From an optimization exercise on the open Yosys and OpenROAD flow, aimed at a short achievable clock period and few clock cycles; shortcuts taken in it are not production practice. The RTL was checked by simulation tests, not by an equivalence proof against the original design. Power and IR drop assume default switching activity.

===== run.sh =====
#!/bin/bash
# synth_recipe.tcl (not shown) runs the flow's synth.tcl, then flattens the netlist and writes it again
# the make line also repeats each setting of config.mk as NAME=value (left out here)
make -C /OpenROAD-flow-scripts/flow DESIGN_CONFIG=/design/flow/config.mk WORK_HOME=/design/flow/orfs CLKGATE_MAP_FILE= SYNTH_SCRIPT=/design/flow/synth_recipe.tcl finish

===== config.mk =====
export PLATFORM = sky130hd
export DESIGN_NAME = rvCore
export DESIGN_NICKNAME = rvCore
export VERILOG_FILES = /design/flow/design.v
export SDC_FILE = /design/flow/constraint.sdc
export NUM_CORES = 4
export LEC_CHECK = 0
export CAP_MARGIN = 20
export CORE_MARGIN = 2
export CORE_UTILIZATION = 35
export PLACE_DENSITY = 0.5
export SETUP_SLACK_MARGIN = 4.8
export SLEW_MARGIN = 20
export SYNTH_HIERARCHICAL = 1
export TNS_END_PERCENT = 30

===== constraint.sdc =====
create_clock -name core_clock -period 8.0 [get_ports {clock}]
set_input_delay 1.6000 -clock core_clock [delete_from_list [all_inputs] [get_ports {clock}]]
set_output_delay 1.6000 -clock core_clock [all_outputs]
set_load 0.01 [all_outputs]

===== design.v =====
package rvPkg;
    typedef logic [31:0] wordT;
    typedef logic [4:0]  regIdxT;
    localparam logic [6:0] opLoad   = 7'b0000011;
    localparam logic [6:0] opImm    = 7'b0010011;
    localparam logic [6:0] opStore  = 7'b0100011;
    localparam logic [6:0] opReg    = 7'b0110011;
    localparam logic [6:0] opBranch = 7'b1100011;
    localparam logic [6:0] opJal    = 7'b1101111;
endpackage
`timescale 1ns/1ps
module fetchStage (
    input  logic        clock,
    input  logic        rstN,
    input  logic        imemWrEn,
    input  logic [6:0]  imemWrAddr,
    input  logic [31:0] imemWrData,
    input  logic [6:0]  fAddr,
    output logic [31:0] fInstr,
    output logic        fPredTaken,
    output logic [6:0]  fPredNext,
    output logic [6:0]  fAltNext,
    output logic        fHaz,
    input  logic [6:0]  aAddr,
    output logic [31:0] aInstr,
    output logic        aPredTaken,
    output logic [6:0]  aPredNext,
    output logic [6:0]  aAltNext,
    output logic        aHaz,
    output logic [31:0] w0Instr,
    output logic        w0PredTaken,
    output logic [6:0]  w0PredNext,
    output logic [6:0]  w0AltNext
);
    logic [31:0] imem [128];
    logic [14:0] pd   [128];
    logic        lrValid;
    logic [6:0]  lrAddr;
    logic [31:0] lrData;
    logic        lpValid;
    logic [6:0]  lpAddr;
    logic [31:0] lpData;
    logic [14:0] lpPd;
    function automatic logic [14:0] predecode(input logic [31:0] w, input logic [6:0] k);
        logic       isJal;
        logic       isBr;
        logic       tk;
        logic [6:0] tgt;
        logic [6:0] nxt;
        isJal = (w[6:0] == rvPkg::opJal);
        isBr  = (w[6:0] == rvPkg::opBranch) && !w[13];
        tgt   = k + (isJal ? w[28:22] : {w[28:25], w[11:9]});
        nxt   = k + 7'd1;
        tk    = isJal || (isBr && (w[31] || w[14:12] == 3'b001 || w[14:12] == 3'b101));
        predecode = {tk, tk ? tgt : nxt, tk ? nxt : tgt};
    endfunction
    always_ff @(posedge clock) begin
        lrValid <= !rstN && imemWrEn;
        lrAddr  <= imemWrAddr;
        lrData  <= imemWrData;
        lpValid <= lrValid;
        lpAddr  <= lrAddr;
        lpData  <= lrData;
        lpPd    <= predecode(lrData, lrAddr);
    end
    always_ff @(posedge clock) begin
        if (lpValid) begin
            imem[lpAddr] <= lpData;
            pd[lpAddr]   <= lpPd;
        end
    end
    assign fInstr = imem[fAddr];
    assign {fPredTaken, fPredNext, fAltNext} = pd[fAddr];
    assign fHaz = (lrValid && lrAddr == fAddr) || (lpValid && lpAddr == fAddr);
    assign aInstr = imem[aAddr];
    assign {aPredTaken, aPredNext, aAltNext} = pd[aAddr];
    assign aHaz = (lrValid && lrAddr == aAddr) || (lpValid && lpAddr == aAddr);
    assign w0Instr = (lrValid && lrAddr == 7'd0) ? lrData :
                     ((lpValid && lpAddr == 7'd0) ? lpData : imem[0]);
    assign {w0PredTaken, w0PredNext, w0AltNext} = predecode(w0Instr, 7'd0);
endmodule
`timescale 1ns/1ps
module decodeStage (
    input  logic        clock,
    input  logic        wbValid,
    input  logic [4:0]  wbRd,
    input  logic [31:0] wbData,
    input  logic [4:0]  rs1N,
    input  logic [4:0]  rs2N,
    input  logic [4:0]  rs1A,
    input  logic [4:0]  rs2A,
    output logic [31:0] rs1ValN,
    output logic [31:0] rs2ValN,
    output logic [31:0] rs1ValA,
    output logic [31:0] rs2ValA
);
    logic [31:0] regFile [32];
    function automatic logic [31:0] readReg(input logic [4:0] idx);
        if (idx == 5'd0) begin
            readReg = 32'd0;
        end else if (wbValid && wbRd == idx) begin
            readReg = wbData;
        end else begin
            readReg = regFile[idx];
        end
    endfunction
    always_ff @(posedge clock) begin
        if (wbValid) begin
            regFile[wbRd] <= wbData;
        end
    end
    always_comb begin
        rs1ValN = readReg(rs1N);
        rs2ValN = readReg(rs2N);
        rs1ValA = readReg(rs1A);
        rs2ValA = readReg(rs2A);
    end
endmodule
`timescale 1ns/1ps
module executeStage (
    input  logic        clock,
    input  logic [31:0] opA,
    input  logic [31:0] opB,
    input  logic [10:0] memSum,
    input  logic        isLoad,
    input  logic        sraFill,
    input  logic        store,
    input  logic        misEq,
    input  logic        misNe,
    input  logic        misLt,
    input  logic        misGe,
    output logic [31:0] addOut,
    output logic [31:0] subOut,
    output logic [31:0] andOut,
    output logic [31:0] orOut,
    output logic [31:0] sllOut,
    output logic [31:0] srOut,
    output logic [31:0] loadOut,
    output logic        mispredict
);
    logic [32:0] srIn;
    logic [32:0] srFull;
    logic [63:0] memSel;
    logic [63:0] ldSel;
    always_comb begin
        for (int k = 0; k < 64; k++) begin
            memSel[k] = (memSum[0] == k[0]);
            for (int i = 1; i < 6; i++) begin
                if (k[i-1]) begin
                    memSel[k] = memSel[k] & (memSum[5 + i] == k[i]);
                end else begin
                    memSel[k] = memSel[k] & (memSum[i] == k[i]);
                end
            end
        end
    end
    assign ldSel = isLoad ? memSel : 64'd0;
    memoryStage uMemory (
        .clock(clock),
        .rdSel(ldSel),
        .wrSel(memSel),
        .wrEn(store),
        .wrData(opB),
        .rdData(loadOut)
    );
    assign srIn  = {sraFill && opA[31], opA};
    assign srFull = 33'($signed(srIn) >>> opB[4:0]);
    assign addOut = opA + opB;
    assign subOut = opA - opB;
    assign andOut = opA & opB;
    assign orOut  = opA | opB;
    assign sllOut = opA << opB[4:0];
    assign srOut  = srFull[31:0];
    branchUnit uBranch (
        .opA(opA),
        .opB(opB),
        .misEq(misEq),
        .misNe(misNe),
        .misLt(misLt),
        .misGe(misGe),
        .mispredict(mispredict)
    );
endmodule
module branchUnit (
    input  logic [31:0] opA,
    input  logic [31:0] opB,
    input  logic        misEq,
    input  logic        misNe,
    input  logic        misLt,
    input  logic        misGe,
    output logic        mispredict
);
    logic eq;
    logic lt;
    assign eq = (opA == opB);
    assign lt = $signed(opA) < $signed(opB);
    assign mispredict = (misEq && eq) || (misNe && !eq) || (misLt && lt) || (misGe && !lt);
endmodule
module operandSelect (
    input  logic        fwd,
    input  logic [31:0] other,
    input  logic        selAdd,
    input  logic        selSub,
    input  logic        selAnd,
    input  logic        selOr,
    input  logic        selSll,
    input  logic        selSr,
    input  logic [31:0] addOut,
    input  logic [31:0] subOut,
    input  logic [31:0] andOut,
    input  logic [31:0] orOut,
    input  logic [31:0] sllOut,
    input  logic [31:0] srOut,
    input  logic [31:0] loadOut,
    output logic [31:0] operand
);
    assign operand = ({32{fwd && selAdd}} & addOut)
                   | ({32{fwd && selSub}} & subOut)
                   | ({32{fwd && selAnd}} & andOut)
                   | ({32{fwd && selOr}}  & orOut)
                   | ({32{fwd && selSll}} & sllOut)
                   | ({32{fwd && selSr}}  & srOut)
                   | ({32{fwd}}           & loadOut)
                   | ({32{!fwd}}          & other);
endmodule
`timescale 1ns/1ps
module memoryStage (
    input  logic        clock,
    input  logic [63:0] rdSel,
    input  logic [63:0] wrSel,
    input  logic        wrEn,
    input  logic [31:0] wrData,
    output logic [31:0] rdData
);
    logic [31:0] dmem [64];
    always_ff @(posedge clock) begin
        for (int k = 0; k < 64; k++) begin
            if (wrEn && wrSel[k]) begin
                dmem[k] <= wrData;
            end
        end
    end
    always_comb begin
        rdData = 32'd0;
        for (int k = 0; k < 64; k++) begin
            rdData = rdData | ({32{rdSel[k]}} & dmem[k]);
        end
    end
endmodule
`timescale 1ns/1ps
module rvCore #(
    parameter int imemWords = 128,
    parameter int dmemWords = 64
) (
    input  logic                         clock,
    input  logic                         rstN,
    input  logic                         imemWrEn,
    input  logic [$clog2(imemWords)-1:0] imemWrAddr,
    input  rvPkg::wordT                  imemWrData,
    output logic                         wbValid,
    output rvPkg::regIdxT                wbRd,
    output rvPkg::wordT                  wbData
);
    logic [6:0]  pc;
    logic [31:0] fInstr;
    logic        fPredTaken;
    logic [6:0]  fPredNext;
    logic [6:0]  fAltNext;
    logic        fHaz;
    logic [31:0] aInstr;
    logic        aPredTaken;
    logic [6:0]  aPredNext;
    logic [6:0]  aAltNext;
    logic        aHaz;
    logic [31:0] w0Instr;
    logic        w0PredTaken;
    logic [6:0]  w0PredNext;
    logic [6:0]  w0AltNext;
    logic        stale0;
    logic        nValid;
    logic [31:0] nInstr;
    logic        nPredTaken;
    logic [6:0]  nAltNext;
    logic [6:0]  nFetch;
    logic        mValid;
    logic [6:0]  mFetch;
    logic        dValid;
    logic        useAlt;
    logic [31:0] dFInstr;
    logic        dFPredTaken;
    logic [6:0]  dFAltNext;
    logic [31:0] dAInstr;
    logic        dAPredTaken;
    logic [6:0]  dAAltNext;
    logic [31:0] dInstr;
    logic        dPredTaken;
    logic [6:0]  dAltNext;
    logic [31:0] rs1ValN;
    logic [31:0] rs2ValN;
    logic [31:0] rs1ValA;
    logic [31:0] rs2ValA;
    logic [6:0]  opcode;
    logic [4:0]  rd;
    logic [4:0]  rs1;
    logic [4:0]  rs2;
    logic [2:0]  funct3;
    logic        isOp;
    logic        isImm;
    logic        isLoad;
    logic        isStore;
    logic        isBranch;
    logic        isJal;
    logic        regWrite;
    logic [3:0]  aluCode;
    logic [31:0] rs1Val;
    logic [31:0] rs2Val;
    logic [31:0] immI;
    logic [31:0] immS;
    logic [7:0]  linkWord;
    logic        brEq;
    logic        brNe;
    logic        brLt;
    logic        brGe;
    logic        fwdA;
    logic        fwdB;
    logic        memStall;
    logic [10:0] memSum;
    logic [31:0] nextOpA;
    logic [31:0] nextOpB;
    logic        xSquash;
    logic        xRegWrite;
    logic        xStore;
    logic [4:0]  xRd;
    logic [31:0] xOpA;
    logic [31:0] xOpB;
    logic [10:0] xMemSum;
    logic        xIsLoad;
    logic        xSelAdd;
    logic        xSelSub;
    logic        xSelAnd;
    logic        xSelOr;
    logic        xSelSll;
    logic        xSelSr;
    logic        xSraFill;
    logic        xMisEq;
    logic        xMisNe;
    logic        xMisLt;
    logic        xMisGe;
    logic [31:0] xAltInstr;
    logic [6:0]  xAltPc;
    logic        xAltPredTaken;
    logic [6:0]  xAltPredNext;
    logic [6:0]  xAltAltNext;
    logic        xAltOk;
    logic        xWrites;
    logic [31:0] result;
    logic [31:0] addOut;
    logic [31:0] subOut;
    logic [31:0] andOut;
    logic [31:0] orOut;
    logic [31:0] sllOut;
    logic [31:0] srOut;
    logic [31:0] loadOut;
    logic [31:0] opAOther;
    logic [31:0] opBOther;
    logic        mispredict;
    fetchStage uFetch (
        .clock(clock),
        .rstN(rstN),
        .imemWrEn(imemWrEn),
        .imemWrAddr(imemWrAddr),
        .imemWrData(imemWrData),
        .fAddr(pc),
        .fInstr(fInstr),
        .fPredTaken(fPredTaken),
        .fPredNext(fPredNext),
        .fAltNext(fAltNext),
        .fHaz(fHaz),
        .aAddr(dAltNext),
        .aInstr(aInstr),
        .aPredTaken(aPredTaken),
        .aPredNext(aPredNext),
        .aAltNext(aAltNext),
        .aHaz(aHaz),
        .w0Instr(w0Instr),
        .w0PredTaken(w0PredTaken),
        .w0PredNext(w0PredNext),
        .w0AltNext(w0AltNext)
    );
    assign stale0 = imemWrEn && imemWrAddr == 7'd0;
    always_comb begin
        if (!rstN) begin
            nValid     = !stale0;
            nInstr     = w0Instr;
            nPredTaken = w0PredTaken;
            nAltNext   = w0AltNext;
            nFetch     = stale0 ? 7'd0 : w0PredNext;
        end else if (memStall) begin
            nValid     = 1'b1;
            nInstr     = dInstr;
            nPredTaken = dPredTaken;
            nAltNext   = dAltNext;
            nFetch     = pc;
        end else begin
            nValid     = !fHaz;
            nInstr     = fInstr;
            nPredTaken = fPredTaken;
            nAltNext   = fAltNext;
            nFetch     = fHaz ? pc : fPredNext;
        end
    end
    assign mValid = rstN ? xAltOk : !stale0;
    assign mFetch = !rstN ? (stale0 ? 7'd0 : w0PredNext) : (xAltOk ? xAltPredNext : xAltPc);
    always_ff @(posedge clock) begin
        dFInstr     <= nInstr;
        dFPredTaken <= nPredTaken;
        dFAltNext   <= nAltNext;
        dAInstr     <= xAltInstr;
        dAPredTaken <= xAltPredTaken;
        dAAltNext   <= xAltAltNext;
        useAlt      <= rstN && mispredict;
        dValid      <= mispredict ? mValid : nValid;
        pc          <= mispredict ? mFetch : nFetch;
    end
    assign dInstr     = useAlt ? dAInstr     : dFInstr;
    assign dPredTaken = useAlt ? dAPredTaken : dFPredTaken;
    assign dAltNext   = useAlt ? dAAltNext   : dFAltNext;
    function automatic logic [7:0] memOffset(input logic [31:0] ins);
        memOffset = (ins[6:0] == rvPkg::opStore) ? {ins[27:25], ins[11:7]} : ins[27:20];
    endfunction
    function automatic logic [10:0] wordSum(input logic [7:0] base, input logic [7:0] off);
        logic [5:0] p;
        logic [5:0] g;
        logic       c0;
        p  = base[7:2] ^ off[7:2];
        g  = base[7:2] & off[7:2];
        c0 = (base[1] & off[1]) | ((base[1] | off[1]) & base[0] & off[0]);
        wordSum = {p[5:1] ^ g[4:0], p[5:1] ^ (g[4:0] | p[4:0]), p[0] ^ c0};
    endfunction
    assign opcode = dInstr[6:0];
    assign rd     = dInstr[11:7];
    assign funct3 = dInstr[14:12];
    assign rs1    = dInstr[19:15];
    assign rs2    = dInstr[24:20];
    assign isOp     = opcode == rvPkg::opReg;
    assign isImm    = opcode == rvPkg::opImm;
    assign isLoad   = opcode == rvPkg::opLoad;
    assign isStore  = opcode == rvPkg::opStore;
    assign isBranch = opcode == rvPkg::opBranch;
    assign isJal    = opcode == rvPkg::opJal;
    assign regWrite = (isOp || isImm || isLoad || isJal) && rd != 5'd0;
    assign aluCode  = isOp ? {dInstr[30], funct3} : (isImm ? {1'b0, funct3} : 4'b0000);
    assign immI = {{20{dInstr[31]}}, dInstr[31:20]};
    assign immS = {{20{dInstr[31]}}, dInstr[31:25], dInstr[11:7]};
    assign linkWord = {dAltNext == 7'd0, dAltNext};
    assign brEq = isBranch && funct3 == 3'b000;
    assign brNe = isBranch && funct3 == 3'b001;
    assign brLt = isBranch && funct3 == 3'b100;
    assign brGe = isBranch && funct3 == 3'b101;
    decodeStage uDecode (
        .clock(clock),
        .wbValid(wbValid),
        .wbRd(wbRd),
        .wbData(wbData),
        .rs1N(dFInstr[19:15]),
        .rs2N(dFInstr[24:20]),
        .rs1A(dAInstr[19:15]),
        .rs2A(dAInstr[24:20]),
        .rs1ValN(rs1ValN),
        .rs2ValN(rs2ValN),
        .rs1ValA(rs1ValA),
        .rs2ValA(rs2ValA)
    );
    assign rs1Val = useAlt ? rs1ValA : rs1ValN;
    assign rs2Val = useAlt ? rs2ValA : rs2ValN;
    assign xWrites = xRegWrite && !xSquash;
    assign memStall = dValid && (isLoad || isStore) && xWrites && xRd == rs1;
    assign memSum   = useAlt ? wordSum(rs1ValA[7:0], memOffset(dAInstr))
                             : wordSum(rs1ValN[7:0], memOffset(dFInstr));
    assign opAOther = isJal ? 32'd0 : rs1Val;
    assign opBOther = isJal ? {22'd0, linkWord, 2'b00} : (isImm ? immI : rs2Val);
    operandSelect uSelA (
        .fwd(fwdA),
        .other(opAOther),
        .selAdd(xSelAdd),
        .selSub(xSelSub),
        .selAnd(xSelAnd),
        .selOr(xSelOr),
        .selSll(xSelSll),
        .selSr(xSelSr),
        .addOut(addOut),
        .subOut(subOut),
        .andOut(andOut),
        .orOut(orOut),
        .sllOut(sllOut),
        .srOut(srOut),
        .loadOut(loadOut),
        .operand(nextOpA)
    );
    operandSelect uSelB (
        .fwd(fwdB),
        .other(opBOther),
        .selAdd(xSelAdd),
        .selSub(xSelSub),
        .selAnd(xSelAnd),
        .selOr(xSelOr),
        .selSll(xSelSll),
        .selSr(xSelSr),
        .addOut(addOut),
        .subOut(subOut),
        .andOut(andOut),
        .orOut(orOut),
        .sllOut(sllOut),
        .srOut(srOut),
        .loadOut(loadOut),
        .operand(nextOpB)
    );
    operandSelect uResult (
        .fwd(1'b1),
        .other(32'd0),
        .selAdd(xSelAdd),
        .selSub(xSelSub),
        .selAnd(xSelAnd),
        .selOr(xSelOr),
        .selSll(xSelSll),
        .selSr(xSelSr),
        .addOut(addOut),
        .subOut(subOut),
        .andOut(andOut),
        .orOut(orOut),
        .sllOut(sllOut),
        .srOut(srOut),
        .loadOut(loadOut),
        .operand(result)
    );
    assign fwdA = !isJal && xWrites && xRd == rs1;
    assign fwdB = !isJal && !isImm && xWrites && xRd == rs2;
    always_ff @(posedge clock) begin
        xSquash   <= mispredict;
        xRegWrite <= rstN && dValid && !memStall && regWrite;
        xStore    <= rstN && dValid && !memStall && isStore;
        xMisEq    <= rstN && dValid && (dPredTaken ? brNe : brEq);
        xMisNe    <= rstN && dValid && (dPredTaken ? brEq : brNe);
        xMisLt    <= rstN && dValid && (dPredTaken ? brGe : brLt);
        xMisGe    <= rstN && dValid && (dPredTaken ? brLt : brGe);
    end
    always_ff @(posedge clock) begin
        xRd      <= rd;
        xOpA     <= nextOpA;
        xOpB     <= nextOpB;
        xMemSum  <= memSum;
        xIsLoad  <= isLoad;
        xSelSub  <= !isLoad && aluCode == 4'b1000;
        xSelAnd  <= !isLoad && aluCode == 4'b0111;
        xSelOr   <= !isLoad && aluCode == 4'b0110;
        xSelSll  <= !isLoad && aluCode == 4'b0001;
        xSelSr   <= !isLoad && (aluCode == 4'b0101 || aluCode == 4'b1101);
        xSraFill <= aluCode == 4'b1101;
        xSelAdd  <= !isLoad && aluCode != 4'b1000 && aluCode != 4'b0111 && aluCode != 4'b0110
                    && aluCode != 4'b0001 && aluCode != 4'b0101 && aluCode != 4'b1101;
        xAltInstr     <= aInstr;
        xAltPc        <= dAltNext;
        xAltPredTaken <= aPredTaken;
        xAltPredNext  <= aPredNext;
        xAltAltNext   <= aAltNext;
        xAltOk        <= !aHaz;
    end
    executeStage uExecute (
        .clock(clock),
        .opA(xOpA),
        .opB(xOpB),
        .memSum(xMemSum),
        .isLoad(xIsLoad),
        .sraFill(xSraFill),
        .store(xStore && !xSquash),
        .misEq(xMisEq && !xSquash),
        .misNe(xMisNe && !xSquash),
        .misLt(xMisLt && !xSquash),
        .misGe(xMisGe && !xSquash),
        .addOut(addOut),
        .subOut(subOut),
        .andOut(andOut),
        .orOut(orOut),
        .sllOut(sllOut),
        .srOut(srOut),
        .loadOut(loadOut),
        .mispredict(mispredict)
    );
    always_ff @(posedge clock) begin
        wbValid <= rstN && xWrites;
        wbRd    <= xRd;
        wbData  <= result;
    end
endmodule

==> metrics.md, run 1 <==
| Metric | Value |
|---|---|
| TritonCTS clock tree | `done` |
| Slew Viols, Final | `0` |
| Largest net degree at the start of global routing | `82` |
| Routed len/inst | `about 45 um` |
| Critical Path Start | `pc[1]$_DFFE_PP_` |
| Clock sinks | `between 9000 and 10000` |
| Status | `timing/DRC/antenna clean` |
| Met3 wire len | `200 mm` |
| Top_reg_cell synth | `edfxtp_1` |
| Final Non-Filler Cells | `41963` |
| Worst hold endpoint | `dAInstr[28]$_DFF_P_` |
| CP arrival | `~4900 ps` |
| Reg2Reg Depth | `15` |
| Placed cells | `38420` |
| Fill count | `approximately 110k` |
| Die width | `around 1.1 mm` |
| Seq/Total Area, Yosys | `between 60% and 70%` |
| Final core occ | `42.7%` |
| Final wirelength | `about 1900 mm` |
| Period utilization | `slightly below 50%` |
| Total Routing Usage GR | `about 29%` |
| Hold depth | `0` |
| Post-synthesis compound-gate area fraction | `5.27%` |
| TritonRoute pass-1 iters | `14` |
| Die area | `about 1.3 sq mm` |
| Total grt overflow | `0` |
| Max_cap viols | `0` |
| Htree depth | `7` |
| Proportion of synthesized area in mux cells | `about a quarter` |
| Crit Path Max Fanout | `19` |
| CP startpoint kind | `flip-flop` |
| Area added between synthesis and finish | `21.7%` |
| VDD IR max | `328 uV` |
| Fin area | `about 0.53 sq mm` |
| Hold wc startpoint | `xAltInstr[28]$_DFF_P_` |
| Total power | `~210000 uW` |
| Routed met2 length | `about 850 mm` |
| Setup TNS Final | `0 ps` |
| Synth cell types | `109` |
| Syn_area_per_cell | `19.6 sq um` |
| Minimum clock period | `between 3000 and 4000 ps` |
| Reg-to-Reg End | `dFInstr[27]$_DFF_P_` |
| Clock skew | `72.8 ps` |
| Gpl congestion | `around 0.9` |
| Worst Path Required | `9020 ps` |
| Met1 WL | `about 700 mm` |
| Hold_buf cts | `0` |
| Core ar. | `around 1.3 sq mm` |
| Post-Synth Adder-Cell Area | `less than 1%` |
| PwrDens | `slightly below 400 mW/mm^2` |
| Initial Util | `a little over a third` |
| XOR/XNOR share of the synthesized area | `less than 1%` |
| RSZ-0062 raised after global routing | `yes` |
| Crit end category | `flip-flop` |
| Commonest cells after routing, fill and taps aside | `edfxtp_1 (9095), mux4_2 (4627), buf_4 (1238)` |
| HP Class | `reg2reg` |
| First-pass GRT wire length | `~2500 mm` |
| Starting DRT DRC Count | `46629` |
| Vias in the first global route | `about 270k` |
| Vias per cell | `approximately 6.5` |
| FP Rows | `approximately 410` |
| HPWL after DPL | `slightly above 1000 mm` |
| Io pins | `80` |
| Leakage | `roughly 0.17 uW` |
| Latest clock arrival within the worst-skew pair | `approximately 1200 ps` |
| Dpl cell area | `between 0.4 and 0.5 sq mm` |
| CTS Root Buffer Type | `clkbuf_16` |
| Layout cells sized above 1 | `a little over two fifths` |
| Initial antenna violation count | `170` |
| Top sig layer | `met5` |
| TritonCTS Buffers | `1062` |
| Worst slew margin | `roughly an eighth` |
| Port Buf Inserts | `between 70 and 80` |
| Hold Vio Cnt, Final | `0` |
| Critical path class | `reg2reg` |
| Worst-path clk slew | `roughly 60 ps` |
| Ys async rst share | `0%` |
| Reg2Reg Launch Point | `pc[1]$_DFFE_PP_` |
| Max clock buf depth | `5` |
| Most common cell after layout, fill and taps aside | `edfxtp_1` |
| Antenna viol nets, final | `0` |
| Synth Instances | `around 22000` |
| Post-Synth Simple-Gate Area | `2.15%` |
| DR vias | `between 200k and 300k` |
| Drc violations | `0` |
| Final setup fails | `0` |
| Syn. warnings | `12` |
| Tightest Pin Transition | `1310 ps` |
| Synth Cell Area | `about 0.44 sq mm` |
| R2r setup slk | `4090 ps` |
| Highest clock rate | `between 200 and 300 MHz` |
| Final nets | `between 20000 and 25000` |
| Seq cells post-synth | `between 9000 and 10000` |
| Die height | `1.12 mm` |
| Post-synth EDFFs | `roughly 9100` |
| Largest family of logic cells by synthesized area | `multiplexers` |
==> repair_timing <==
item | in CTS | in global routing
gates cloned | 298 | 50
gates resized for setup | 2808 | 568
pin swaps | 401 | 304
setup buffers | 814 | 309
endpoints found under the setup margin | 5403 | 2536
==> modules after synthesis (local to each module, per instance) <==
module         copies in the design  area, sq um  cells
memoryStage                       1        73000   3494
executeStage                      1         7800   1245
rvCore                            1        10000    894
operandSelect                     3         1280    185
fetchStage                        1       279000  12034
branchUnit                        1          840    117
decodeStage                       1        64600   4038
==> cell type report <==
| type | instances | area [sq um] | area share (%) |
|---|---|---|---|
| diodes | 181 | 453 | 0.0847 |
| repair inverters | 1 | 8.76 | 0.00164 |
| inverters | 204 | 817 | 0.153 |
| multi-input cells | 10944 | 161000 | 30.2 |
| repair buffers | 2557 | 36800 | 6.88 |
| clock buffers | 1399 | 29100 | 5.44 |
| clock inverters | 491 | 4090 | 0.765 |
| well taps | 16726 | 20900 | 3.91 |
| flip-flops and latches | 9460 | 281000 | 52.6 |
==> sequential cells by signal, indices dropped and copies added, names as in the netlist, 1024 cells and up <==
name                   count
uDecode.regFile         1024
uExecute.uMemory.dmem   2048
uFetch.imem             4096
uFetch.pd               1920
==> power breakdown <==
group          internal (uW)  total [uW]  switching, uW  leakage [uW]
Clock                  27400       48100          20700        0.0162
Sequential             57900       60000           2160        0.0847
Combinational          43700      102000          58200        0.0678
Total                 129000      210000          81100         0.169
==> critical path: stages, from the launching register on <==
cell,delay [ps]
edfxtp_1,410
buf_4,180
buf_16,160
buf_16,170
buf_16,160
buf_4,180
buf_16,170
mux4_2,310
mux4_2,500
mux2i_4,190
buf_4,210
nand2_2,180
and3_4,350
nand2_4,150
a31oi_1,70
a221o_1,300
==> Yosys cell counts (all sizes together), types with 23 or more instances <==
cell	count	area (sq um)
a32o	35	350
o21ai	347	1750
nor2b	48	303
and3	124	777
a22oi	340	2550
a221o	50	500
buf	901	4820
o221ai	40	350
mux2	109	1230
nand2b	27	169
a31oi	88	566
mux2i	838	8390
xnor2	101	892
dfxtp	365	7310
nand4	151	951
and2	90	563
nand3b	23	173
nor2	736	2760
a22o	530	4640
o2bb2ai	34	298
nor4	34	243
a222oi	96	961
a21oi	361	1810
nand2	472	1770
nand3	78	390
edfxtp	9095	273000
xor2	50	445
ha	156	1950
o211ai	33	248
nor3	83	443
or4	38	289
a41oi	96	841
clkbuf	915	3440
o22ai	109	682
a211oi	65	488
mux4	4627	104000
a221oi	636	5570
inv	202	758
==> metrics by stage <==
stage | worst slack [ps] | hold slack, ps
after detailed placement | 1900 | 313
after floorplan | 4230 | 310
after global routing | 4070 | 329
after global placement | 1380 | 311
after CTS | 4080 | 315
final | 4090 | 320
==> layer usage <==
layer	vias up	global-route usage (%)
li1	102245	-
met1	149782	37.7
met2	18517	44.5
met3	3864	6.97
met4	80	15.6
met5	-	0
==> cell families after synthesis <==
| family | count (synthesis) |
|---|---|
| flops | 9460 |
| mux | 5574 |
| compound gates | 3027 |
| buf+inv | 2020 |
| simple gates | 1984 |
| fa+ha+maj | 159 |
| xor+xnor | 151 |
| other cells | 2 |
==> how the worst max path moves through the flow <==
stage                                    end  slack, ps  cells after the start
2_1_floorplan  uFetch.imem[104][0]$_DFFE_PP_       4230                      4
3_3_place_gp           xAltInstr[31]$_DFF_P_       1380                      8
3_5_place_dp           xAltInstr[30]$_DFF_P_       1900                      8
4_1_cts                  dFInstr[27]$_DFF_P_       4080                     14
5_1_grt                     xOpB[31]$_DFF_P_       4070                     16
6_report                 dFInstr[27]$_DFF_P_       4090                     15
Testbench counts, summed over its fixed seeds: cycles 17,147.
==> inputs of run 2 (changes only) <==
--- a/design.v
+++ b/design.v
@@ -165,10 +165,26 @@
     );
     assign srIn  = {sraFill && opA[31], opA};
-    assign srFull = 33'($signed(srIn) >>> opB[4:0]);
-    assign addOut = opA + opB;
-    assign subOut = opA - opB;
+    addUnit uAdd (
+        .a(opA),
+        .b(opB),
+        .sum(addOut)
+    );
+    subUnit uSub (
+        .a(opA),
+        .b(opB),
+        .diff(subOut)
+    );
+    shiftLeftUnit uSll (
+        .a(opA),
+        .sh(opB[4:0]),
+        .out(sllOut)
+    );
+    shiftRightUnit uSr (
+        .a(srIn),
+        .sh(opB[4:0]),
+        .out(srFull)
+    );
     assign andOut = opA & opB;
     assign orOut  = opA | opB;
-    assign sllOut = opA << opB[4:0];
     assign srOut  = srFull[31:0];
     branchUnit uBranch (
@@ -224,4 +240,32 @@
                    | ({32{!fwd}}          & other);
 endmodule
+module addUnit (
+    input  logic [31:0] a,
+    input  logic [31:0] b,
+    output logic [31:0] sum
+);
+    assign sum = a + b;
+endmodule
+module subUnit (
+    input  logic [31:0] a,
+    input  logic [31:0] b,
+    output logic [31:0] diff
+);
+    assign diff = a - b;
+endmodule
+module shiftLeftUnit (
+    input  logic [31:0] a,
+    input  logic [4:0]  sh,
+    output logic [31:0] out
+);
+    assign out = a << sh;
+endmodule
+module shiftRightUnit (
+    input  logic [32:0] a,
+    input  logic [4:0]  sh,
+    output logic [32:0] out
+);
+    assign out = 33'($signed(a) >>> sh);
+endmodule
 `timescale 1ns/1ps
 module memoryStage (
==> metrics.md, run 2 <==
| Metric | Value |
|---|---|
| Htree depth | `7 (unchanged)` |
| Die area | `1.27 sq mm (+0.23%)` |
| RSZ-0062 raised after global routing | `yes` |
| CTS Root Buffer Type | `clkbuf_16` |
| Total Routing Usage GR | `28.9% (+0.083 points)` |
| Starting DRT DRC Count | `44433 (-4.7%)` |
| Final worst-path setup slack | `3980 ps (-110 ps)` |
| Critical path class | `reg2reg` |
| Core ar. | `1.26 sq mm (+0.37%)` |
| HP Class | `reg2reg` |
| Drc violations | `0 (unchanged)` |
| Die height | `1.13 mm (+0.12%)` |
| Hold Vio Cnt, Final | `0 (unchanged)` |
| Latest clock arrival within the worst-skew pair | `1320 ps (+140 ps)` |
| Final setup fails | `0 (unchanged)` |
| Clock sinks | `9460 (unchanged)` |
| Top Registers | `uFetch.imem (4096), uExecute.uMemory.dmem (2048), uFetch.pd (1920)` |
| TritonCTS clock tree | `done` |
| Worst stage delay on the critical path | `930 ps (+430 ps)` |
| CP max-delay cell | `or4_4` |
| Setup TNS Final | `0 ps (unchanged)` |
| Vias in the first global route | `266830 (+0.43%)` |
| Max FFs per register | `4096 (unchanged)` |
| Clock skew | `107 ps (+33.9 ps)` |
| Commonest cells after routing, fill and taps aside | `edfxtp_1 (9095), mux4_2 (4659), clkbuf_16 (1133)` |
| CP arrival | `5180 ps (+240 ps)` |
| VDD IR max | `295 uV (-10%)` |
| PwrDens | `393 mW/mm^2 (+0.15%)` |
| Leakage | `0.168 uW (-0.30%)` |
| WP buf/inv | `6 (-1)` |
| Io pins | `80 (unchanged)` |
| DR vias | `275415 (+0.34%)` |
| Minimum clock period | `4020 ps (+110 ps)` |
| Highest clock rate | `249 MHz (-2.7%)` |
| Worst path cell trace | `buf_12 > buf_16 > buf_6 > nand4b_1 > buf_4 > nor2_4 > buf_12 > buf_4 > a22o_4 > a221oi_4 > nand4_1 > or4_4 > a21oi_2 > a41oi_1` |
| Period utilization | `50.3% (+1.4 points)` |
| Most common cell after layout, fill and taps aside | `edfxtp_1` |
| Routed len/inst | `45.2 um (+1.2%)` |
| Vias per cell | `6.58 (+0.53%)` |
| Initial antenna violation count | `179 (+5.3%)` |
| HPWL after DPL | `1020 mm (-0.62%)` |
| Layout cells sized above 1 | `41.8% (about the same)` |
| Post-Place Worst Slack | `2140 ps (+240 ps)` |
| Antenna viol nets, final | `0 (unchanged)` |
| Port Buf Inserts | `79 (unchanged)` |
| Fill count | `108623 (-0.015%)` |
| CP top delay family | `simple AND/OR/NAND/NOR gates` |
| First-pass GRT wire length | `2490 mm (+0.98%)` |
| Status | `timing/DRC/antenna clean` |
| Worst Path Required | `9150 ps (+130 ps)` |
| Initial Util | `35.0% (-0.047 points)` |
| Final wirelength | `1890 mm (+0.99%)` |
| Min Hold Slack | `330 ps (+9.30 ps)` |
| Tightest Pin Transition | `1370 ps (+57.5 ps)` |
| Gpl congestion | `0.891 (-0.91%)` |
| Max_cap viols | `0 (unchanged)` |
| Worst-path clk slew | `60 ps (about the same)` |
| CP startpoint kind | `flip-flop` |
| FP Rows | `412 (+0.24%)` |
| Die width | `1.13 mm (+0.12%)` |
| Largest net degree at the start of global routing | `93 (+13%)` |
| TritonCTS Buffers | `1056 (-0.56%)` |
| Crit end category | `flip-flop` |
| Slew Viols, Final | `0 (unchanged)` |
| Worst slew margin | `7.61% (-4.8 points)` |
| Synth Instances | `22305 (-0.32%)` |
| Area added between synthesis and finish | `21.4%` |
| Syn_area_per_cell | `19.7 sq um (+0.56%)` |
| TritonRoute pass-1 iters | `15 (+1)` |
| Syn. warnings | `12 (unchanged)` |
| Crit Path Max Fanout | `6 (-13)` |
| Synth Cell Area | `0.440 sq mm (+0.23%)` |
| Max clock buf depth | `5 (unchanged)` |
| Most flops, register | `uFetch.imem` |
| Final nets | `24261 (-0.70%)` |
| Total grt overflow | `0 (unchanged)` |
## run 2: final timing paths
kind                                            start                   to  slack, ps  depth (start not counted)
worst max-delay path               xMemSum[7]$_DFF_P_     xOpA[22]$_DFF_P_       3980                         14
worst min register to register  xAltInstr[29]$_DFF_P_  dAInstr[29]$_DFF_P_        330                          0
worst min-delay path            xAltInstr[29]$_DFF_P_  dAInstr[29]$_DFF_P_        330                          0
worst max register to register     xMemSum[7]$_DFF_P_     xOpA[22]$_DFF_P_       3980                         14
## run 2: per-layer routing
| layer | global-route usage, % | vias to the layer above | share of wire (%) |
|---|---|---|---|
| met4 | 16.2 | 64 | 6.8 |
| met3 | 7.16 | 3891 | 11 |
| met5 | 0.0707 | - | 0.029 |
| li1 | - | 102336 | - |
| met2 | 44.4 | 18712 | 45 |
| met1 | 37.6 | 150412 | 37 |
## run 2: timing repair
action / in CTS / in global routing
setup endpoints to repair: 4832 / 2861
hold buffers: 0 / 0
resized for setup: 2828 / 513
setup buffers: 831 / 206
pin swaps: 422 / 270
gates cloned: 312 / 41
## run 2: area by class of cell
class | instances | area (sq um) | area share (%)
diodes | 192 | 480 | 0.0899
clock buffers | 1347 | 28600 | 5.35
clock inverters | 542 | 4590 | 0.859
inverters | 127 | 489 | 0.0915
multi-input cells | 10964 | 162000 | 30.3
flip-flops and latches | 9460 | 281000 | 52.6
well taps | 16767 | 21000 | 3.92
repair buffers | 2485 | 36200 | 6.77
## run 2: report_power, final
part	total [uW]	switching, uW	leakage (uW)	internal, uW
combinational	102000	58500	0.0673	43500
clock	48200	21000	0.0163	27200
sequential	60200	2320	0.0847	57900
## run 2: through the flow
step	cell area (sq um)	util (%)	total power, uW	instances
2_1_floorplan	441000	-	107000	22336
3_3_place_gp	465000	37.1	139000	38397
3_5_place_dp	466000	37.1	139000	38412
4_1_cts	529000	42.1	206000	41444
5_1_grt	534000	42.5	214000	41825
6_report	535000	42.5	210000	41884
Testbench counts of run 2, summed over its fixed seeds: cycles 17,147.
==> inputs of run 3 (changes only) <==
--- a/design.v
+++ b/design.v
@@ -31,8 +31,13 @@
     output logic        w0PredTaken,
     output logic [6:0]  w0PredNext,
-    output logic [6:0]  w0AltNext
+    output logic [6:0]  w0AltNext,
+    output logic [31:0] w1Instr,
+    output logic [14:0] w1Pd,
+    output logic        w1Ok
 );
     logic [31:0] imem [128];
     logic [14:0] pd   [128];
+    logic [14:0] fPd;
+    logic [14:0] aPd;
     logic        lrValid;
     logic [6:0]  lrAddr;
@@ -71,12 +76,18 @@
     end
     assign fInstr = imem[fAddr];
-    assign {fPredTaken, fPredNext, fAltNext} = pd[fAddr];
+    assign fPd = pd[fAddr];
+    assign {fPredTaken, fPredNext, fAltNext} = fPd;
     assign fHaz = (lrValid && lrAddr == fAddr) || (lpValid && lpAddr == fAddr);
     assign aInstr = imem[aAddr];
-    assign {aPredTaken, aPredNext, aAltNext} = pd[aAddr];
+    assign aPd = pd[aAddr];
+    assign {aPredTaken, aPredNext, aAltNext} = aPd;
     assign aHaz = (lrValid && lrAddr == aAddr) || (lpValid && lpAddr == aAddr);
     assign w0Instr = (lrValid && lrAddr == 7'd0) ? lrData :
                      ((lpValid && lpAddr == 7'd0) ? lpData : imem[0]);
     assign {w0PredTaken, w0PredNext, w0AltNext} = predecode(w0Instr, 7'd0);
+    assign w1Instr = (lrValid && lrAddr == 7'd1) ? lrData :
+                     ((lpValid && lpAddr == 7'd1) ? lpData : imem[1]);
+    assign w1Pd    = (lpValid && lpAddr == 7'd1) ? lpPd : pd[1];
+    assign w1Ok    = !(lrValid && lrAddr == 7'd1);
 endmodule
 `timescale 1ns/1ps
@@ -90,8 +101,12 @@
     input  logic [4:0]  rs1A,
     input  logic [4:0]  rs2A,
+    input  logic [4:0]  rs1S,
+    input  logic [4:0]  rs2S,
     output logic [31:0] rs1ValN,
     output logic [31:0] rs2ValN,
     output logic [31:0] rs1ValA,
-    output logic [31:0] rs2ValA
+    output logic [31:0] rs2ValA,
+    output logic [31:0] rs1ValS,
+    output logic [31:0] rs2ValS
 );
     logic [31:0] regFile [32];
@@ -115,4 +130,6 @@
         rs1ValA = readReg(rs1A);
         rs2ValA = readReg(rs2A);
+        rs1ValS = readReg(rs1S);
+        rs2ValS = readReg(rs2S);
     end
 endmodule
@@ -322,4 +339,30 @@
     logic [6:0]  w0AltNext;
     logic        stale0;
+    logic [31:0] w1Instr;
+    logic [14:0] w1Pd;
+    logic        w1Ok;
+    logic [31:0] s0Instr;
+    logic        s0Ok;
+    logic [31:0] s1Instr;
+    logic [14:0] s1Pd;
+    logic        s1Ok;
+    logic        seedOk;
+    logic [31:0] rs1ValS;
+    logic [31:0] rs2ValS;
+    logic [6:0]  sOpcode;
+    logic [4:0]  sRd;
+    logic        sIsOp;
+    logic        sIsImm;
+    logic        sIsLoad;
+    logic        sIsStore;
+    logic [3:0]  sAluCode;
+    logic [31:0] sImmI;
+    logic        eLoad;
+    logic [3:0]  eCode;
+    logic        rValid;
+    logic [31:0] rInstr;
+    logic        rPredTaken;
+    logic [6:0]  rAltNext;
+    logic [6:0]  rFetch;
     logic        nValid;
     logic [31:0] nInstr;
@@ -430,14 +473,41 @@
         .w0PredTaken(w0PredTaken),
         .w0PredNext(w0PredNext),
-        .w0AltNext(w0AltNext)
+        .w0AltNext(w0AltNext),
+        .w1Instr(w1Instr),
+        .w1Pd(w1Pd),
+        .w1Ok(w1Ok)
     );
     assign stale0 = imemWrEn && imemWrAddr == 7'd0;
+    always_ff @(posedge clock) begin
+        s0Instr <= w0Instr;
+        s0Ok    <= !(!rstN && imemWrEn && imemWrAddr == 7'd0)
+                   && w0Instr[6:0] != rvPkg::opBranch && w0Instr[6:0] != rvPkg::opJal;
+        s1Instr <= w1Instr;
+        s1Pd    <= w1Pd;
+        s1Ok    <= w1Ok && !(!rstN && imemWrEn && imemWrAddr == 7'd1);
+    end
+    assign seedOk = s0Ok && s1Ok && !(imemWrEn && imemWrAddr[6:1] == 6'd0);
+    always_comb begin
+        if (seedOk) begin
+            rValid     = 1'b1;
+            rInstr     = s1Instr;
+            rPredTaken = s1Pd[14];
+            rAltNext   = s1Pd[6:0];
+            rFetch     = s1Pd[13:7];
+        end else begin
+            rValid     = !stale0;
+            rInstr     = w0Instr;
+            rPredTaken = w0PredTaken;
+            rAltNext   = w0AltNext;
+            rFetch     = stale0 ? 7'd0 : w0PredNext;
+        end
+    end
     always_comb begin
         if (!rstN) begin
-            nValid     = !stale0;
-            nInstr     = w0Instr;
-            nPredTaken = w0PredTaken;
-            nAltNext   = w0AltNext;
-            nFetch     = stale0 ? 7'd0 : w0PredNext;
+            nValid     = rValid;
+            nInstr     = rInstr;
+            nPredTaken = rPredTaken;
+            nAltNext   = rAltNext;
+            nFetch     = rFetch;
         end else if (memStall) begin
             nValid     = 1'b1;
@@ -454,6 +524,6 @@
         end
     end
-    assign mValid = rstN ? xAltOk : !stale0;
-    assign mFetch = !rstN ? (stale0 ? 7'd0 : w0PredNext) : (xAltOk ? xAltPredNext : xAltPc);
+    assign mValid = rstN ? xAltOk : rValid;
+    assign mFetch = !rstN ? rFetch : (xAltOk ? xAltPredNext : xAltPc);
     always_ff @(posedge clock) begin
         dFInstr     <= nInstr;
@@ -511,9 +581,23 @@
         .rs1A(dAInstr[19:15]),
         .rs2A(dAInstr[24:20]),
+        .rs1S(s0Instr[19:15]),
+        .rs2S(s0Instr[24:20]),
         .rs1ValN(rs1ValN),
         .rs2ValN(rs2ValN),
         .rs1ValA(rs1ValA),
-        .rs2ValA(rs2ValA)
-    );
+        .rs2ValA(rs2ValA),
+        .rs1ValS(rs1ValS),
+        .rs2ValS(rs2ValS)
+    );
+    assign sOpcode  = s0Instr[6:0];
+    assign sRd      = s0Instr[11:7];
+    assign sIsOp    = sOpcode == rvPkg::opReg;
+    assign sIsImm   = sOpcode == rvPkg::opImm;
+    assign sIsLoad  = sOpcode == rvPkg::opLoad;
+    assign sIsStore = sOpcode == rvPkg::opStore;
+    assign sAluCode = sIsOp ? {s0Instr[30], s0Instr[14:12]} : (sIsImm ? {1'b0, s0Instr[14:12]} : 4'b0000);
+    assign sImmI    = {{20{s0Instr[31]}}, s0Instr[31:20]};
+    assign eLoad = rstN ? isLoad : sIsLoad;
+    assign eCode = rstN ? aluCode : sAluCode;
     assign rs1Val = useAlt ? rs1ValA : rs1ValN;
     assign rs2Val = useAlt ? rs2ValA : rs2ValN;
@@ -522,6 +606,7 @@
     assign memSum   = useAlt ? wordSum(rs1ValA[7:0], memOffset(dAInstr))
                              : wordSum(rs1ValN[7:0], memOffset(dFInstr));
-    assign opAOther = isJal ? 32'd0 : rs1Val;
-    assign opBOther = isJal ? {22'd0, linkWord, 2'b00} : (isImm ? immI : rs2Val);
+    assign opAOther = !rstN ? rs1ValS : (isJal ? 32'd0 : rs1Val);
+    assign opBOther = !rstN ? (sIsImm ? sImmI : rs2ValS)
+                            : (isJal ? {22'd0, linkWord, 2'b00} : (isImm ? immI : rs2Val));
     operandSelect uSelA (
         .fwd(fwdA),
@@ -578,10 +663,11 @@
         .operand(result)
     );
-    assign fwdA = !isJal && xWrites && xRd == rs1;
-    assign fwdB = !isJal && !isImm && xWrites && xRd == rs2;
+    assign fwdA = rstN && !isJal && xWrites && xRd == rs1;
+    assign fwdB = rstN && !isJal && !isImm && xWrites && xRd == rs2;
     always_ff @(posedge clock) begin
-        xSquash   <= mispredict;
-        xRegWrite <= rstN && dValid && !memStall && regWrite;
-        xStore    <= rstN && dValid && !memStall && isStore;
+        xSquash   <= rstN && mispredict;
+        xRegWrite <= rstN ? (dValid && !memStall && regWrite)
+                          : (seedOk && (sIsOp || sIsImm || sIsLoad) && sRd != 5'd0);
+        xStore    <= rstN ? (dValid && !memStall && isStore) : (seedOk && sIsStore);
         xMisEq    <= rstN && dValid && (dPredTaken ? brNe : brEq);
         xMisNe    <= rstN && dValid && (dPredTaken ? brEq : brNe);
@@ -590,17 +676,17 @@
     end
     always_ff @(posedge clock) begin
-        xRd      <= rd;
+        xRd      <= rstN ? rd : sRd;
         xOpA     <= nextOpA;
         xOpB     <= nextOpB;
-        xMemSum  <= memSum;
-        xIsLoad  <= isLoad;
-        xSelSub  <= !isLoad && aluCode == 4'b1000;
-        xSelAnd  <= !isLoad && aluCode == 4'b0111;
-        xSelOr   <= !isLoad && aluCode == 4'b0110;
-        xSelSll  <= !isLoad && aluCode == 4'b0001;
-        xSelSr   <= !isLoad && (aluCode == 4'b0101 || aluCode == 4'b1101);
-        xSraFill <= aluCode == 4'b1101;
-        xSelAdd  <= !isLoad && aluCode != 4'b1000 && aluCode != 4'b0111 && aluCode != 4'b0110
-                    && aluCode != 4'b0001 && aluCode != 4'b0101 && aluCode != 4'b1101;
+        xMemSum  <= rstN ? memSum : wordSum(rs1ValS[7:0], memOffset(s0Instr));
+        xIsLoad  <= eLoad;
+        xSelSub  <= !eLoad && eCode == 4'b1000;
+        xSelAnd  <= !eLoad && eCode == 4'b0111;
+        xSelOr   <= !eLoad && eCode == 4'b0110;
+        xSelSll  <= !eLoad && eCode == 4'b0001;
+        xSelSr   <= !eLoad && (eCode == 4'b0101 || eCode == 4'b1101);
+        xSraFill <= eCode == 4'b1101;
+        xSelAdd  <= !eLoad && eCode != 4'b1000 && eCode != 4'b0111 && eCode != 4'b0110
+                    && eCode != 4'b0001 && eCode != 4'b0101 && eCode != 4'b1101;
         xAltInstr     <= aInstr;
         xAltPc        <= dAltNext;
@@ -617,5 +703,5 @@
         .isLoad(xIsLoad),
         .sraFill(xSraFill),
-        .store(xStore && !xSquash),
+        .store(rstN && xStore && !xSquash),
         .misEq(xMisEq && !xSquash),
         .misNe(xMisNe && !xSquash),
==> metrics.md, run 3 <==
| Metric | Value |
|---|---|
| Final core occ | `42.9% (+0.37 points)` |
| Die width | `1.15 mm (+2.4%)` |
| Crit Path Max Fanout | `51 (+45)` |
| Fin area | `0.564 sq mm (+5.5%)` |
| Placed cells | `41131 (+7.1%)` |
| Highest clock rate | `255 MHz (+2.5%)` |
| Tightest Pin Transition | `1310 ps (-61.5 ps)` |
| CP startpoint kind | `flip-flop` |
| CP top delay family | `buffers and inverters` |
| CP arrival | `4920 ps (-260 ps)` |
| Crit end category | `flip-flop` |
| Reg-to-Reg End | `pc[3]$_DFFE_PP_` |
| Commonest cells after routing, fill and taps aside | `edfxtp_1 (9095), mux4_2 (5079), buf_4 (1429)` |
| WP buf/inv | `3 (-3)` |
| Vias in the first global route | `292499 (+9.6%)` |
| Hold Vio Cnt, Final | `0 (unchanged)` |
| Die area | `1.33 sq mm (+4.8%)` |
| Max clock buf depth | `6 (+1)` |
| Worst slew margin | `11.9% (+4.3 points)` |
| Syn_area_per_cell | `18.9 sq um (-4.1%)` |
| Total Routing Usage GR | `30.1% (+1.2 points)` |
| TritonCTS Buffers | `1131 (+7.1%)` |
| Core ar. | `1.31 sq mm (+4.6%)` |
| Worst hold endpoint | `dAInstr[11]$_DFF_P_` |
| TritonCTS clock tree | `done` |
| Worst path cell trace | `buf_12 > nor2b_4 > buf_16 > buf_6 > nand2_1 > and3_1 > o21ai_1 > o22ai_1` |
| Final wirelength | `2080 mm (+10%)` |
| Internal power | `135000 uW (+5.4%)` |
| Die height | `1.15 mm (+2.4%)` |
| Reg2Reg Depth | `8 (-6)` |
| Antenna viol nets, final | `0 (unchanged)` |
| Logic pwr share | `49.9% (+1.4 points)` |
| Final nets | `26701 (+10%)` |
| Synth Instances | `24383 (+9.3%)` |
| Final setup fails | `0 (unchanged)` |
| DR vias | `306485 (+11%)` |
| VDD IR max | `308 uV (+4.6%)` |
| Setup TNS Final | `0 ps (unchanged)` |
| Reg2Reg Launch Point | `pc[5]$_DFFE_PP_` |
| Largest net degree at the start of global routing | `101 (+8.6%)` |
| Max_cap viols | `0 (unchanged)` |
| Final Non-Filler Cells | `45018 (+7.5%)` |
| CTS Root Buffer Type | `clkbuf_16` |
| Initial antenna violation count | `148 (-17%)` |
| PwrDens | `390 mW/mm^2 (-0.86%)` |
| Worst-path clk slew | `60 ps (about the same)` |
| Top Registers | `uFetch.imem (4096), uExecute.uMemory.dmem (2048), uFetch.pd (1920)` |
| Area added between synthesis and finish | `22.2%` |
| Drc violations | `0 (unchanged)` |
| Post-Place Worst Slack | `2620 ps (+482 ps)` |
| FP Rows | `421 (+2.2%)` |
| Critical path class | `reg2reg` |
| Io pins | `80 (unchanged)` |
| Latest clock arrival within the worst-skew pair | `1380 ps (+60 ps)` |
| Htree depth | `7 (unchanged)` |
| Max FFs per register | `4096 (unchanged)` |
| Most flops, register | `uFetch.imem` |
| Initial Util | `35.1% (+0.075 points)` |
| Minimum clock period | `3930 ps (-97.2 ps)` |
| R2r setup slk | `4070 ps (+100 ps)` |
| HPWL after DPL | `1100 mm (+8.1%)` |
| Syn. warnings | `12 (unchanged)` |
| Worst stage delay on the critical path | `790 ps (-140 ps)` |
| Port Buf Inserts | `79 (unchanged)` |
| Worst Path Required | `8990 ps (-160 ps)` |
| Clock skew | `130 ps (+23.6 ps)` |
| Leakage | `0.180 uW (+6.8%)` |
| Starting DRT DRC Count | `51398 (+16%)` |
| Vias per cell | `6.81 (+3.5%)` |
| Hold depth | `0 (unchanged)` |
| Sequential power share | `27.4% (-1.2 points)` |
| CP max-delay cell | `buf_6` |
| Synth Cell Area | `0.462 sq mm (+4.8%)` |
| First-pass GRT wire length | `2720 mm (+9.4%)` |
| Hold wc startpoint | `xAltInstr[11]$_DFF_P_` |
| Switching power | `84600 uW (+3.4%)` |
| Layout cells sized above 1 | `42.7% (+0.88 points)` |
| Clock share of power | `22.7% (-0.2 points)` |
| Final worst-path setup slack | `4070 ps (+97.2 ps)` |
| Routed len/inst | `46.2 um (+2.4%)` |
| Status | `timing/DRC/antenna clean` |
| Gpl congestion | `0.936 (+5.0%)` |
| Dpl cell area | `0.488 sq mm (+4.7%)` |
| Most common cell after layout, fill and taps aside | `edfxtp_1` |
| Switching Share | `38.4% (-0.44 points)` |
| Period utilization | `49.1% (-1.2 points)` |
| HP Class | `reg2reg` |
| TritonRoute pass-1 iters | `14 (-1)` |
| Slew Viols, Final | `0 (unchanged)` |
| Fill count | `113635 (+4.6%)` |
| RSZ-0062 raised after global routing | `yes` |
| Clock sinks | `9540 (+0.85%)` |
| Total grt overflow | `0 (unchanged)` |
-- run 3: changes by cell type in the layout (fill, tap and decap cells not counted), sizes merged, moves of 80 or more --
| cell | delta |
|---|---|
| mux2i | +176 |
| dfxtp | +80 |
| clkbuf | +120 |
| nand2 | +199 |
| o22ai | +114 |
| nor2 | +81 |
| mux4 | +421 |
| buf | +480 |
| a21oi | +191 |
-- run 3: worst max path at each step --
| stage | start | to | depth (start not counted) |
|---|---|---|---|
| 6_report | pc[5]$_DFFE_PP_ | pc[3]$_DFFE_PP_ | 8 |
| 3_3_place_gp | dAInstr[17]$_DFF_P_ | xMemSum[0]$_DFF_P_ | 12 |
| 5_1_grt | pc[0]$_DFFE_PP_ | dFInstr[25]$_DFF_P_ | 13 |
| 2_1_floorplan | uFetch.lpAddr[1]$_DFF_P_ | uFetch.imem[120][0]$_DFFE_PP_ | 6 |
| 3_5_place_dp | useAlt$_DFF_P_ | xAltInstr[16]$_DFF_P_ | 7 |
| 4_1_cts | pc[0]$_DFFE_PP_ | pc[3]$_DFFE_PP_ | 13 |
-- run 3: power groups by stage --
stage                     sequential [uW]  combinational [uW]  clock [uW]
after global placement              62600               81300           0
after global routing                60300              111000       52100
after CTS                           60200              104000       50300
final                               60300              110000       49900
after floorplan                     61300               50100           0
after detailed placement            62600               81500           0
-- run 3: what timing repair did --
action | in CTS | in global routing
setup buffers | 1047 | 369
setup endpoints to repair | 6252 | 1915
gates resized for setup | 3182 | 632
gates cloned | 338 | 58
pin swaps | 502 | 333
hold buffers | 0 | 0
-- run 3: layout make-up --
| cell class | count | area (sq um) | area share, % |
|---|---|---|---|
| antenna | 156 | 390 | 0.0692 |
| clock inverter | 467 | 3960 | 0.703 |
| tap | 17554 | 22000 | 3.89 |
| clock buffer | 1451 | 30400 | 5.39 |
| multi-input combinational | 12695 | 181000 | 32.1 |
| timing repair buffer | 3010 | 42900 | 7.61 |
| inverter | 145 | 591 | 0.105 |
| sequential | 9540 | 283000 | 50.1 |
-- run 3: metal layers --
metal	vias to the layer above	global-route usage [%]	wire (um)
li1	111629	-	-
met1	165142	38.5	759000
met2	23757	44.6	913000
met3	5879	9.45	245000
met4	78	19.1	163000
met5	-	0.716	1760
-- run 3: stage by stage --
stage / hold slack (ps) / power [uW]
final: 326 / 220000
after global routing: 330 / 223000
after CTS: 327 / 214000
after detailed placement: 314 / 144000
after global placement: 312 / 144000
after floorplan: 310 / 111000
Testbench counts of run 3, summed over its fixed seeds: cycles 17,013.

-- separate check: timing with driven ports --
No port has a modelled driver above. Below, the same layouts with a new extraction and two added sets of constraints.
Step 1 assumes that a clkbuf_16 drives the clock port and a buf_2 every other input.
Step 2 times the ports against the registers' clock, not the clock port: input delays grow and output delays shrink by t, the midpoint of the rising clock arrivals with the driver on.
Slacks: ideal / step 1 / step 2; pairs: ideal / step 1.
| run | shift t [ns] | setup slack, ns | hold WS [ns] | worst setup path at the end |
|---|---|---|---|---|
| run 1 | 1.323 | 4.086 / 4.086 / 3.490 | 0.320 / 0.320 / 0.320 | input to register |
| run 2 | 1.445 | 3.976 / 3.976 / 2.811 | 0.330 / 0.330 / 0.330 | input to register |
| run 3 | 1.480 | 4.073 / 4.073 / 2.914 | 0.326 / 0.326 / 0.326 | input to register |
After both steps every run listed still meets setup and hold. For run 2, which loses most, drivers alone change the setup slack by 0.000 ns; drivers and shift together by -1.165 ns.
